From an optimization exercise on the open Yosys and OpenROAD flow, aimed at small area, a short achievable clock period and few clock cycles per item; shortcuts taken in it are not production practice. Only simulation tests tie the RTL to the original design; equivalence was not proved. Power and IR drop assume default switching activity.

### flow/run.sh
#!/bin/bash
# synth_recipe.tcl (not shown) runs the flow's synth.tcl, then flattens the netlist and writes it again
# the make line also repeats each setting of config.mk as NAME=value (left out here)
make -C /OpenROAD-flow-scripts/flow DESIGN_CONFIG=/design/flow/config.mk WORK_HOME=/design/flow/orfs CLKGATE_MAP_FILE= SYNTH_SCRIPT=/design/flow/synth_recipe.tcl finish
### flow/config.mk
export PLATFORM = sky130hd
export DESIGN_NAME = lfu_fully_associative_cache
export DESIGN_NICKNAME = lfu_fully_associative_cache
export VERILOG_FILES = /design/flow/design.v
export SDC_FILE = /design/flow/constraint.sdc
export NUM_CORES = 4
export LEC_CHECK = 0
export CAP_MARGIN = 20
export CORE_MARGIN = 2
export CORE_UTILIZATION = 40
export SLEW_MARGIN = 20
### flow/constraint.sdc
create_clock -name core_clock -period 10.0 [get_ports {clk_i}]
set_input_delay 2.0000 -clock core_clock [delete_from_list [all_inputs] [get_ports {clk_i}]]
set_output_delay 2.0000 -clock core_clock [all_outputs]
set_load 0.01 [all_outputs]
### flow/design.v
`timescale 1ns / 1ps
package lfuc_pkg;
  localparam int unsigned KEY_W      = 32;
  localparam int unsigned LIMIT_W    = 5;
  localparam int unsigned OUT_FREQ_W = 16;
  localparam int unsigned TOTAL_W    = 32;
  localparam logic [LIMIT_W-1:0]    LIMIT_RESET  = 5'd16;
  localparam logic [OUT_FREQ_W-1:0] OUT_FREQ_MAX = 16'hFFFF;
  typedef struct packed {
    logic load;        
    logic commit;      
    logic scan_init;   
    logic scan_step;   
    logic evict;       
  } lfuc_cmd_t;
  typedef struct packed {
    logic need_evict;
    logic scan_last;
  } lfuc_status_t;
endpackage
`timescale 1ns / 1ps
module lfuc_ctrl
(
  input  logic         clk_i,
  input  logic         rst_ni,
  input  logic         start,
  input  lfuc_pkg::lfuc_status_t status_i,
  output lfuc_pkg::lfuc_cmd_t    cmd_o,
  output logic         busy,
  output logic         done_o
);
  typedef enum logic [1:0] {
    ST_IDLE,
    ST_MATCH,
    ST_SCAN,
    ST_EVICT
  } state_e;
  state_e state_q;
  logic   busy_q;
  logic   done_q;
  always_comb begin
    cmd_o = '0;
    case (state_q)
      ST_IDLE: begin
        cmd_o.load = start;
      end
      ST_MATCH: begin
        cmd_o.commit    = !status_i.need_evict;
        cmd_o.scan_init = status_i.need_evict;
      end
      ST_SCAN: begin
        cmd_o.scan_step = 1'b1;
      end
      ST_EVICT: begin
        cmd_o.evict = 1'b1;
      end
      default: begin
        cmd_o = '0;
      end
    endcase
  end
  always_ff @(posedge clk_i or negedge rst_ni) begin
    if (!rst_ni) begin
      state_q <= ST_IDLE;
      busy_q  <= 1'b0;
      done_q  <= 1'b0;
    end else begin
      case (state_q)
        ST_IDLE: begin
          done_q <= 1'b0;
          if (start) begin
            state_q <= ST_MATCH;
            busy_q  <= 1'b1;
          end
        end
        ST_MATCH: begin
          if (status_i.need_evict) begin
            state_q <= ST_SCAN;
            done_q  <= 1'b0;
          end else begin
            state_q <= ST_IDLE;
            busy_q  <= 1'b0;
            done_q  <= 1'b1;
          end
        end
        ST_SCAN: begin
          done_q <= 1'b0;
          if (status_i.scan_last) begin
            state_q <= ST_EVICT;
          end
        end
        ST_EVICT: begin
          state_q <= ST_IDLE;
          busy_q  <= 1'b0;
          done_q  <= 1'b1;
        end
        default: begin
          state_q <= ST_IDLE;
          busy_q  <= 1'b0;
          done_q  <= 1'b0;
        end
      endcase
    end
  end
  assign busy   = busy_q;
  assign done_o = done_q;
endmodule
`timescale 1ns / 1ps
module lfuc_dpath
#(
  parameter int unsigned CACHE_ENTRIES = 16,
  parameter int unsigned FREQ_BITS     = 16
) (
  input  logic                  clk_i,
  input  logic                  rst_ni,
  input  lfuc_pkg::lfuc_cmd_t             cmd_i,
  output lfuc_pkg::lfuc_status_t          status_o,
  input  logic                  cfg_we_i,
  input  logic [lfuc_pkg::LIMIT_W-1:0]    cfg_wdata_i,
  input  logic [lfuc_pkg::KEY_W-1:0]      lookup_key_i,
  output logic                  was_hit_o,
  output logic                  did_evict_o,
  output logic [lfuc_pkg::KEY_W-1:0]      evicted_key_o,
  output logic [lfuc_pkg::OUT_FREQ_W-1:0] new_frequency_o,
  output logic [lfuc_pkg::TOTAL_W-1:0]    total_hits_o,
  output logic [lfuc_pkg::TOTAL_W-1:0]    total_misses_o
);
  localparam int unsigned IDX_W = (CACHE_ENTRIES > 1) ? $clog2(CACHE_ENTRIES) : 1;
  localparam int unsigned OCC_W = $clog2(CACHE_ENTRIES + 1);
  localparam int unsigned CMP_W = (OCC_W > lfuc_pkg::LIMIT_W) ? OCC_W : lfuc_pkg::LIMIT_W;
  localparam logic [FREQ_BITS-1:0] FREQ_MAX = {FREQ_BITS{1'b1}};
  localparam logic [FREQ_BITS-1:0] FREQ_ONE = FREQ_BITS'(1);
  logic [CACHE_ENTRIES-1:0] valid_q;
  logic [lfuc_pkg::KEY_W-1:0]         key_q  [CACHE_ENTRIES];
  logic [FREQ_BITS-1:0]     freq_q [CACHE_ENTRIES];
  logic [OCC_W-1:0]         occ_q;
  logic [lfuc_pkg::LIMIT_W-1:0]       limit_q;
  logic [lfuc_pkg::KEY_W-1:0]         lookup_q;
  logic [lfuc_pkg::TOTAL_W-1:0]       hits_q;
  logic [lfuc_pkg::TOTAL_W-1:0]       misses_q;
  logic [IDX_W-1:0]         scan_idx_q;
  logic                     best_v_q;
  logic [IDX_W-1:0]         best_idx_q;
  logic [lfuc_pkg::KEY_W-1:0]         best_key_q;
  logic [FREQ_BITS-1:0]     best_freq_q;
  logic [CACHE_ENTRIES-1:0] match;
  logic [FREQ_BITS-1:0]     freq_inc [CACHE_ENTRIES];
  logic [FREQ_BITS-1:0]     hit_freq;
  logic                     hit;
  always_comb begin
    hit_freq = '0;
    for (int i = 0; i < CACHE_ENTRIES; i++) begin
      match[i]    = valid_q[i] && (key_q[i] == lookup_q);
      freq_inc[i] = (freq_q[i] == FREQ_MAX) ? freq_q[i] : freq_q[i] + FREQ_ONE;
      hit_freq    = hit_freq | (match[i] ? freq_inc[i] : '0);
    end
  end
  assign hit = |match;
  logic [CMP_W-1:0] limit_ext;
  logic [CMP_W-1:0] limit_eff;
  always_comb begin
    limit_ext = CMP_W'(limit_q);
    if (limit_ext == '0) begin
      limit_eff = CMP_W'(1);
    end else if (limit_ext > CMP_W'(CACHE_ENTRIES)) begin
      limit_eff = CMP_W'(CACHE_ENTRIES);
    end else begin
      limit_eff = limit_ext;
    end
  end
  assign status_o.need_evict = !hit && (CMP_W'(occ_q) >= limit_eff);
  assign status_o.scan_last  = (scan_idx_q == IDX_W'(CACHE_ENTRIES - 1));
  logic [lfuc_pkg::KEY_W-1:0]     scan_key;
  logic [FREQ_BITS-1:0] scan_freq;
  logic                 scan_take;
  assign scan_key  = key_q[scan_idx_q];
  assign scan_freq = freq_q[scan_idx_q];
  assign scan_take = valid_q[scan_idx_q] &&
                     (!best_v_q || (scan_freq < best_freq_q) ||
                      ((scan_freq == best_freq_q) && (scan_key < best_key_q)));
  logic                     victim_en;
  logic                     insert_en;
  logic                     hit_en;
  logic [CACHE_ENTRIES-1:0] valid_eff;
  logic [CACHE_ENTRIES-1:0] valid_d;
  logic                     free_found;
  logic [IDX_W-1:0]         free_idx;
  assign victim_en = cmd_i.evict && best_v_q;
  assign hit_en    = cmd_i.commit && hit;
  assign insert_en = (cmd_i.commit && !hit) || cmd_i.evict;
  always_comb begin
    valid_eff = valid_q;
    if (victim_en) begin
      valid_eff[best_idx_q] = 1'b0;
    end
    free_found = 1'b0;
    free_idx   = '0;
    for (int i = CACHE_ENTRIES - 1; i >= 0; i--) begin
      if (!valid_eff[i]) begin
        free_found = 1'b1;
        free_idx   = IDX_W'(i);
      end
    end
    valid_d = valid_eff;
    if (free_found) begin
      valid_d[free_idx] = 1'b1;
    end
  end
  logic [31:0]           hit_freq_ext;
  logic [lfuc_pkg::OUT_FREQ_W-1:0] hit_freq_out;
  assign hit_freq_ext = 32'(hit_freq);
  assign hit_freq_out = (hit_freq_ext > 32'(lfuc_pkg::OUT_FREQ_MAX)) ? lfuc_pkg::OUT_FREQ_MAX
                                                           : hit_freq_ext[lfuc_pkg::OUT_FREQ_W-1:0];
  always_ff @(posedge clk_i or negedge rst_ni) begin
    if (!rst_ni) begin
      valid_q  <= '0;
      occ_q    <= '0;
      limit_q  <= lfuc_pkg::LIMIT_RESET;
      hits_q   <= '0;
      misses_q <= '0;
      best_v_q <= 1'b0;
    end else begin
      if (cfg_we_i) begin
        limit_q <= cfg_wdata_i;
      end
      if (cmd_i.scan_init) begin
        best_v_q <= 1'b0;
      end else if (cmd_i.scan_step && scan_take) begin
        best_v_q <= 1'b1;
      end
      if (hit_en) begin
        hits_q <= hits_q + lfuc_pkg::TOTAL_W'(1);
      end
      if (insert_en) begin
        misses_q <= misses_q + lfuc_pkg::TOTAL_W'(1);
        valid_q  <= valid_d;
        if (victim_en && !free_found) begin
          occ_q <= occ_q - OCC_W'(1);
        end else if (!victim_en && free_found) begin
          occ_q <= occ_q + OCC_W'(1);
        end
      end
    end
  end
  always_ff @(posedge clk_i) begin
    if (cmd_i.load) begin
      lookup_q <= lookup_key_i;
    end
    if (cmd_i.scan_init) begin
      scan_idx_q <= '0;
    end else if (cmd_i.scan_step) begin
      scan_idx_q <= scan_idx_q + IDX_W'(1);
      if (scan_take) begin
        best_idx_q  <= scan_idx_q;
        best_key_q  <= scan_key;
        best_freq_q <= scan_freq;
      end
    end
    for (int i = 0; i < CACHE_ENTRIES; i++) begin
      if (hit_en && match[i]) begin
        freq_q[i] <= freq_inc[i];
      end else if (insert_en && free_found && (free_idx == IDX_W'(i))) begin
        key_q[i]  <= lookup_q;
        freq_q[i] <= FREQ_ONE;
      end
    end
    if (hit_en) begin
      was_hit_o       <= 1'b1;
      did_evict_o     <= 1'b0;
      evicted_key_o   <= '0;
      new_frequency_o <= hit_freq_out;
      total_hits_o    <= hits_q + lfuc_pkg::TOTAL_W'(1);
      total_misses_o  <= misses_q;
    end else if (insert_en) begin
      was_hit_o       <= 1'b0;
      did_evict_o     <= victim_en;
      evicted_key_o   <= victim_en ? best_key_q : '0;
      new_frequency_o <= lfuc_pkg::OUT_FREQ_W'(1);
      total_hits_o    <= hits_q;
      total_misses_o  <= misses_q + lfuc_pkg::TOTAL_W'(1);
    end
  end
endmodule
`timescale 1ns / 1ps
module lfu_fully_associative_cache
#(
  parameter int unsigned CACHE_ENTRIES = 16,
  parameter int unsigned FREQ_BITS     = 16
) (
  input  logic                  clk_i,
  input  logic                  rst_ni,
  input  logic                  start,
  output logic                  busy,
  input  logic [lfuc_pkg::KEY_W-1:0]      lookup_key_i,
  input  logic                  cfg_we_i,
  input  logic [lfuc_pkg::LIMIT_W-1:0]    cfg_wdata_i,
  output logic                  done_o,
  output logic                  was_hit_o,
  output logic                  did_evict_o,
  output logic [lfuc_pkg::KEY_W-1:0]      evicted_key_o,
  output logic [lfuc_pkg::OUT_FREQ_W-1:0] new_frequency_o,
  output logic [lfuc_pkg::TOTAL_W-1:0]    total_hits_o,
  output logic [lfuc_pkg::TOTAL_W-1:0]    total_misses_o
);
  lfuc_pkg::lfuc_cmd_t    cmd;
  lfuc_pkg::lfuc_status_t status;
  lfuc_ctrl u_ctrl (
    .clk_i    (clk_i),
    .rst_ni   (rst_ni),
    .start    (start),
    .status_i (status),
    .cmd_o    (cmd),
    .busy     (busy),
    .done_o   (done_o)
  );
  lfuc_dpath #(
    .CACHE_ENTRIES (CACHE_ENTRIES),
    .FREQ_BITS     (FREQ_BITS)
  ) u_dpath (
    .clk_i           (clk_i),
    .rst_ni          (rst_ni),
    .cmd_i           (cmd),
    .status_o        (status),
    .cfg_we_i        (cfg_we_i),
    .cfg_wdata_i     (cfg_wdata_i),
    .lookup_key_i    (lookup_key_i),
    .was_hit_o       (was_hit_o),
    .did_evict_o     (did_evict_o),
    .evicted_key_o   (evicted_key_o),
    .new_frequency_o (new_frequency_o),
    .total_hits_o    (total_hits_o),
    .total_misses_o  (total_misses_o)
  );
endmodule
==> results.txt <==
## worst register-to-register path: stages (launching register included)
cell and delay, ns:
dfxtp_1 0.68, clkinv_1 0.44, nor2_1 0.32, and2_2 0.81, buf_4 0.54, a22oi_1 0.13, nand4_1 0.10, nor2_1 0.06
a21oi_1 0.49, ha_1 0.37, a21o_1 0.16, a21o_1 0.17, a21oi_1 0.17, nor2b_1 0.07, o211ai_1 0.25, a21oi_1 0.13
or4_1 0.57, o22ai_4 0.21, buf_4 0.66
## per-layer routing
layer | up-vias | track usage (%)
li1 | 18016 | -
met1 | 21990 | 46.3
met2 | 3462 | 48.9
met3 | 704 | 8.89
met4 | 18 | 18.3
met5 | - | 0
## worst min-delay path by stage
stage	to	slack, ns	cells past startpoint
6_report	u_dpath.did_evict_o$_SDFFE_PP0P_	0.46	1
5_1_grt	u_dpath.did_evict_o$_SDFFE_PP0P_	0.48	1
3_3_place_gp	u_dpath.did_evict_o$_SDFFE_PP0P_	0.43	1
2_1_floorplan	u_dpath.hits_q[31]$_DFFE_PN0P_	0.44	1
4_1_cts	u_dpath.did_evict_o$_SDFFE_PP0P_	0.46	1
3_5_place_dp	u_dpath.did_evict_o$_SDFFE_PP0P_	0.45	1
## area by class of cell
class | instances | area, sq um | share of cell area [%]
antenna | 10 | 25.0 | 0.0396
multi-input combinational | 3225 | 22600 | 35.8
clock buffer | 147 | 3130 | 4.96
sequential | 1065 | 31100 | 49.3
timing repair buffer | 264 | 2380 | 3.77
inverter | 115 | 433 | 0.685
tap | 1794 | 2240 | 3.55
clock inverter | 83 | 1220 | 1.93
## power by group through the flow
| stage | Combinational, mW | Sequential (mW) | Clock [mW] |
|---|---|---|---|
| finish | 5.28 | 6.34 | 4.91 |
| global route | 5.47 | 6.36 | 5.10 |
| CTS | 5.12 | 6.31 | 4.95 |
| detailed placement | 5.09 | 6.39 | 0 |
| global placement | 5.13 | 6.40 | 0 |
| floorplan | 2.73 | 6.21 | 0 |
## kinds of logic (layout without fill, tap and decap cells)
group | Yosys count | count (layout) | synth area share (%)
and+or+nand+nor | 1556 | 1556 | 14.8
DFF | 1065 | 1065 | 56.4
xor gates and xnor gates | 764 | 764 | 12.1
AOI/OAI and AO/OA | 763 | 763 | 10.6
buffers and inverters | 384 | 609 | 2.96
adders and majority gates | 87 | 87 | 1.99
muxes | 55 | 55 | 1.13
other | 0 | 10 | 0
## layout by cell type, fill, tap and decap left out, drive strengths merged, types with 103 or more instances in the layout
cell type and instances:
edfxtp 932, xnor2 402, xor2 362, nor2 322
nand2 208, nor3 201, nand3 173, nand4 156
clkdlybuf4s50 155, clkbuf 147, a22oi 145, inv 115
buf 109, and3 109, nor4 104, a22o 103
## metrics by stage
| step | hold slack [ns] | power, mW | worst slack [ns] | utilization [%] | area (sq um) |
|---|---|---|---|---|---|
| after global placement | 0.434 | 11.5 | 3.57 | 42.8 | 58800 |
| after floorplan | 0.439 | 8.93 | 3.03 | - | 55200 |
| after CTS | 0.462 | 16.4 | 3.40 | 46.0 | 63100 |
| after detailed placement | 0.447 | 11.5 | 3.45 | 42.9 | 58800 |
| after global routing | 0.477 | 16.9 | 3.06 | 46.0 | 63100 |
| final | 0.458 | 16.5 | 3.28 | 46.1 | 63200 |
==> impl_metrics.ini <==
[outcome]
outcome = no timing/DRC/antenna violations

[clocking]
post-cts-setup-buffers = 0
clock_latency_ns = 0.78
cts_root_buf = clkbuf_16
clock_tree.buffer_depth = 3
clock_sinks = 1065
htreeDepth = 3
post_cts_resized = 0
holdBufCountCts = 0
cts_tree = built
clkSlewWorstSetupHoldPaths_ns = 0.06
cts_buffers = 120

[power]
powerDensity_nw_per_um2 = 262
p_leak_nw = 21.2
vdd_drop_max_v = 0.000229
power.internal_mw = 10.3
switchingPower_mw = 6.26
power_frac_clock_pct = 29.7
comb_power_share_pct = 32.0
swShare_pct = 37.8
sequentialPowerShare_pct = 38.3

[timing]
setup_viol = 0
fin_crit_ns = 6.72
worst_slew_pin_slew_ns = 1.29
post-route-period-util_pct = 67.2
drv_slew = 0
slew_headroom_pct = 13.1
setup_tns_ns = 0
finalHoldViolations = 0
fmax_ghz = 0.149
rsz0062_at_grt = no
skew_ns = 0.0463

[logic_synthesis]
synth_nets = 4802
synth_top_area_share_pct = 50.7
synth_area_leader_cell = edfxtp_1
synth_area_per_cell_sq_um = 11.8
yosysWarnings = 5
synth.distinct_cells = 90
synth.area.top_cells = edfxtp_1 (51%), xnor2_1 (6.4%), xor2_1 (5.7%)
synthFlopType = edfxtp_1
synthTopCellsByCount = edfxtp_1 (932), xnor2_1 (401), xor2_1 (362), nor2_1 (321), nand2_1 (207)
synth-seq-area-share_pct = 56.4
synthArstFlopShare_pct = 8.92
ys_seq_elements = 1065
synth_edf_count = 932
synthesis.area_sq_um = 55200
synthCells = 4674
synth.most_common_cell = edfxtp_1

[critical_path]
critical_path.cell_chain = clkinv_1, nor2_1, and2_2, buf_4, a22oi_1, nand4_1, nor2_1, a21oi_1, ha_1, a21o_1, a21o_1, a21oi_1, nor2b_1, o211ai_1, a21oi_1, or4_1, o22ai_4, buf_4
worstPathMaxFanout = 47
rr_worst_depth = 18
crit_path_end = u_dpath.best_freq_q[9]$_DFFE_PP_
crit_start = u_dpath.scan_idx_q[2]$_SDFFE_PP0P_
start_kind = register
r2r-end = u_dpath.best_freq_q[9]$_DFFE_PP_
required_ns = 10.38
cp_common_cell = a21oi_1
reg2reg_setup_slack_ns = 3.28
cp_num_buf_inv = 3
critical_path_depth = 18
cp_slowest_cell = and2_2
reg2reg_from = u_dpath.scan_idx_q[2]$_SDFFE_PP0P_
critPathKind = reg2reg
critPathCaptureType = register
crit_path_max_incr_delay_ns = 0.81
cp_top_family = simple AND/OR/NAND/NOR gates
worstPathArrival_ns = 7.10

[floorplanning]
num_rows = 136
core-area_sq_um = 137000
die_w_um = 375
io_pins = 157
design.die.area_sq_um = 141000
start_util_pct = 40.2
die_y_um = 375

[global_routing]
overflow = 0
track_usage_pct = 33.8
grt_pass1_vias = 40608
grt_start_max_net_pins = 133
grt_pass1_wl_mm = 333
antenna_found_initial = 18

[layout]
layout.nets = 4919
area_delta_synth_final_pct = 14.4
finalNonFillerCells = 6703
drive_above_1_share_pct = 7.94
top_register = u_dpath.key_q
fillers = 12454
largest_reg_flops = 512
top_regs = u_dpath.key_q x512, u_dpath.freq_q x256

[detailed_routing]
wl_met3_mm = 30.8
final_antenna_net_count = 0
dr_total_vias = 44190
dr_wl_met2_mm = 102
routed.top_layer = met5
wl_mm = 244
via_per_inst = 6.59
drtIter0Drc = 7751
drc = 0
wl_per_cell_um = 36.5
drtPass1Iterations = 9
wl_met1_mm = 95.0

[place]
place_inst = 6463
dp_hpwl_mm = 179
portBuffers = 156
gp_congestion = 1.07

[hold_path]
min-delay-start = u_dpath.did_evict_o$_SDFFE_PP0P_
hold_path_class = reg2reg

[job]
drv_cap = 0
Testbench counts, summed over its fixed seeds: cycles 217,651, lookups 24,000.

afterwards: timing with drivers on the ports:
Ports are ideal in the flow. The routed layout listed here was re-timed in OpenROAD. Step 1 sets driving cells, clkbuf_16 on the clock port and buf_2 on the other inputs (assumed; they add their load-dependent delay and slew). Step 2 also shifts input and output timing later by t, the mid clock arrival at the registers, as if the neighbouring blocks saw the same clock. a / b / c = ideal ports / drivers / drivers and shift; a / b = the first two.
t, ns: 0.837
setup WS [ns]: 3.279 / 3.279 / 3.279
slew at the worst register clock pin (ns): 0.07 / 0.07
After both steps setup and hold are still met in this run. The setup slack of this run moves by 0.000 ns with the drivers and by 0.000 ns with both steps.
